This is an optimization exercise on Yosys and OpenROAD, whose aim is small area, not a production implementation. The RTL was checked by simulation tests, not by an equivalence proof against the original design. Power figures rest on the tool's default switching activity, not on a simulated workload.

Setup of build 16:
Design note_lane_engine, start of the top module:
module note_lane_engine
#(
  parameter int NUM_LANES  = note_pkg::NUM_LANES_DEF,
  parameter int DEPTH      = note_pkg::DEPTH_DEF,
  parameter int SPEED      = note_pkg::SPEED_DEF,
  parameter int HIT_Y      = note_pkg::HIT_Y_DEF,
  parameter int HIT_WIN    = note_pkg::HIT_WIN_DEF,
  parameter int NOTE_H     = note_pkg::NOTE_H_DEF,
  parameter int NOTE_W     = note_pkg::NOTE_W_DEF,
  parameter int LANE_X0    = note_pkg::LANE_X0_DEF,
  parameter int LANE_PITCH = note_pkg::LANE_PITCH_DEF
) (
  input  logic                         Clk,
  input  logic                         Reset_n,
  input  logic                         frame_clk,
  input  logic                         spawn_valid,
  input  logic [$clog2(NUM_LANES)-1:0] spawn_lane,
  output logic                         spawn_ready,
  input  logic [NUM_LANES-1:0]         lane_press,
  input  logic [9:0]                   DrawX,
  input  logic [9:0]                   DrawY,
  output logic [NUM_LANES-1:0]         is_note,
  output logic [NUM_LANES-1:0]         hit_pulse,
  output logic [NUM_LANES-1:0]         miss_pulse,
  output logic [15:0]                  score,
  output logic [7:0]                   combo
);
  localparam int PW   = $clog2(DEPTH);
  localparam int SPAN = NOTE_H / SPEED;
  logic [1:0]           frame_sync_r;
  logic                 frame_prev_r;
  logic [NUM_LANES-1:0] press_d_r;
  logic [NUM_LANES-1:0] press_prev_r;
  logic [NUM_LANES-1:0] pending_r;
  logic [NUM_LANES-1:0] hit_pulse_r;
  logic [NUM_LANES-1:0] miss_pulse_r;
  logic [15:0]          score_r;
  logic [7:0]           combo_r;
  logic [6:0]           t_r;
  logic                 tick_s;
  logic [NUM_LANES-1:0] rise_s;
  logic [NUM_LANES-1:0] grant_s;
  logic [NUM_LANES-1:0] hit_s;
  logic                 ghost_s;
  logic                 found_s;
  logic [NUM_LANES-1:0] spawn_en_s;
  logic [NUM_LANES-1:0] full_s;
  logic [NUM_LANES-1:0] in_win_s;
  logic [NUM_LANES-1:0] miss_s;
  logic [15:0]          score_nxt_s;
  logic [7:0]           combo_nxt_s;
  logic                 sel_s;
  logic [6:0]           t_next_s;
  ...
export LEC_CHECK = 0
export CAP_MARGIN = 20
export CORE_MARGIN = 2
export CORE_UTILIZATION = 60
export SLEW_MARGIN = 20
create_clock -name core_clock -period 10.0 [get_ports {Clk}]
standard.sh (not shown) runs the stock make flow with config.mk's settings and CLKGATE_MAP_FILE= SYNTH_SCRIPT=/design/flow/synth_recipe.tcl, a recipe that flattens the netlist after the stock synthesis.
==> flow/flow/run.sh <==
#!/bin/bash
# Own layout flow: the standard flow with three changes.
#   - synthesis: the same ORFS synthesis script (same registers and names),
#     but ABC maps for area (flow/abc_area.script) instead of for speed, and
#     adders are not given the Kogge-Stone carry map
#   - clock tree: larger sink clusters, no dummy loads
#   - port buffers: the smallest buffer; repair_design upsizes where needed
# Each tool's full output goes to ORFS's own logs under orfs/logs; make's
# output goes to standard.log here.
set -euo pipefail
W=$PWD
# synthesis script: synth_recipe.tcl with abc's script swapped
{
  echo 'proc abc {args} {'
  echo '  set i [lsearch $args -script]'
  echo "  lset args [expr {\$i + 1}] $W/flow/abc_area.script"
  echo '  yosys abc {*}$args'
  echo '}'
  cat synth_recipe.tcl
} > synth_area.tcl
sed "s#SYNTH_SCRIPT=[^ ]*#SYNTH_SCRIPT=$W/synth_area.tcl#" standard.sh > standard_area.sh
grep -q "SYNTH_SCRIPT=$W/synth_area.tcl" standard_area.sh
export SYNTH_OPERATIONS_ARGS="-nordff"
export CTS_ARGS="-sink_clustering_enable -repair_clock_nets -dont_use_dummy_load -buf_list sky130_fd_sc_hd__clkbuf_8 -sink_clustering_size 16 -sink_clustering_max_diameter 50"
export BUFFER_PORTS_ARGS="-buffer_cell sky130_fd_sc_hd__buf_1"
bash standard_area.sh > standard.log 2>&1
==> flow/flow/abc_area.script <==
&get -n
&st
&dch
&nf
&st
&syn2
&dch
&nf
&st
&dch -f
&nf -a
&put
Build 16: full flow OK, the timing, DRC and antenna checks passed
Modified inputs, build 56 compared to build 16
==> flow/flow/run.sh <==
#!/bin/bash
# Own layout flow: the standard flow (standard synthesis unchanged) with
# a leaner clock tree and port buffers.
#   - clock tree: clkbuf_16 leaves over larger sink clusters, no dummy loads
#   - port buffers: the smallest buffer; repair_design upsizes where needed
# Each tool's full output goes to ORFS's own logs under orfs/logs; make's
# output goes to standard.log here.
set -euo pipefail
export CTS_ARGS="-sink_clustering_enable -repair_clock_nets -dont_use_dummy_load -buf_list sky130_fd_sc_hd__clkbuf_16 -sink_clustering_size 30 -sink_clustering_max_diameter 100"
export BUFFER_PORTS_ARGS="-buffer_cell sky130_fd_sc_hd__buf_1"
bash standard.sh > standard.log 2>&1
removed: flow/flow/abc_area.script
--- outcome ---
- Build 56 vs build 16: fraction of the cycle the final worst path needs down in build 56
- In the tables for build 56 and build 16, horizontal die dimension reads higher with build 56.
- On first-iteration DRC count: between build 56 and build 16, it ends up lower for build 56.
## Diff of input files: build 62 against build 56
- changing CORE_UTILIZATION from 60 to 40
==> flow/run.sh (new file) <==
#!/bin/bash
# synth_recipe.tcl (not shown) runs the flow's synth.tcl, then flattens the netlist and writes it again
# the make line also repeats each setting of config.mk as NAME=value (left out here)
make -C /OpenROAD-flow-scripts/flow DESIGN_CONFIG=/design/flow/config.mk WORK_HOME=/design/flow/orfs CLKGATE_MAP_FILE= SYNTH_SCRIPT=/design/flow/synth_recipe.tcl finish
removed: flow/flow/run.sh
removed: flow/standard.sh
Notes after the runs:
Build 62 completed every stage of the flow, and the final layout passed the timing, DRC and antenna checks.
Build 56: all stages complete, timing, DRC and antenna checks passed
Build 56 → build 62: final cell count moved up; arrival time reported for the critical path endpoint shows an increase of 0.52 ns; fraction of area in registers now sits lower; routed wire length climbed about 7%.
Compared with build 56, build 62 shows combinational power that has gone up slightly.
Utilization build 56 -> build 62: down

[what the ideal ports hide]
No port has a modelled driver above. Below, the same layouts with a new extraction and two added sets of constraints.
Step 1, drivers: a clkbuf_16 drives Clk and a buf_2 each remaining input, both assumed.
Step 2 moves the port delays by t, midway between the first and last clock arrival at a register: inputs arrive t later, outputs are due t later. That takes back most of the time a late clock gives input paths.
a / b / c = ideal ports / drivers / drivers and shift; a / b = the first two.
run	shift t [ns]	setup WS [ns]	worst setup path after step 2	slew at the worst register clock pin (ns)	worst data-port slew with drivers (ns)
build 16	0.663	1.482 / 1.456 / 1.456	input to output	0.10 / 0.10	0.04
build 56	0.568	1.867 / 1.844 / 1.844	input to output	0.12 / 0.12	0.06
build 62	0.637	1.346 / 1.312 / 1.312	input to output	0.07 / 0.07	0.08
After both steps setup and hold are still met in every run listed. For build 62, which loses most, drivers alone change the setup slack by -0.034 ns; drivers and shift together by -0.034 ns.
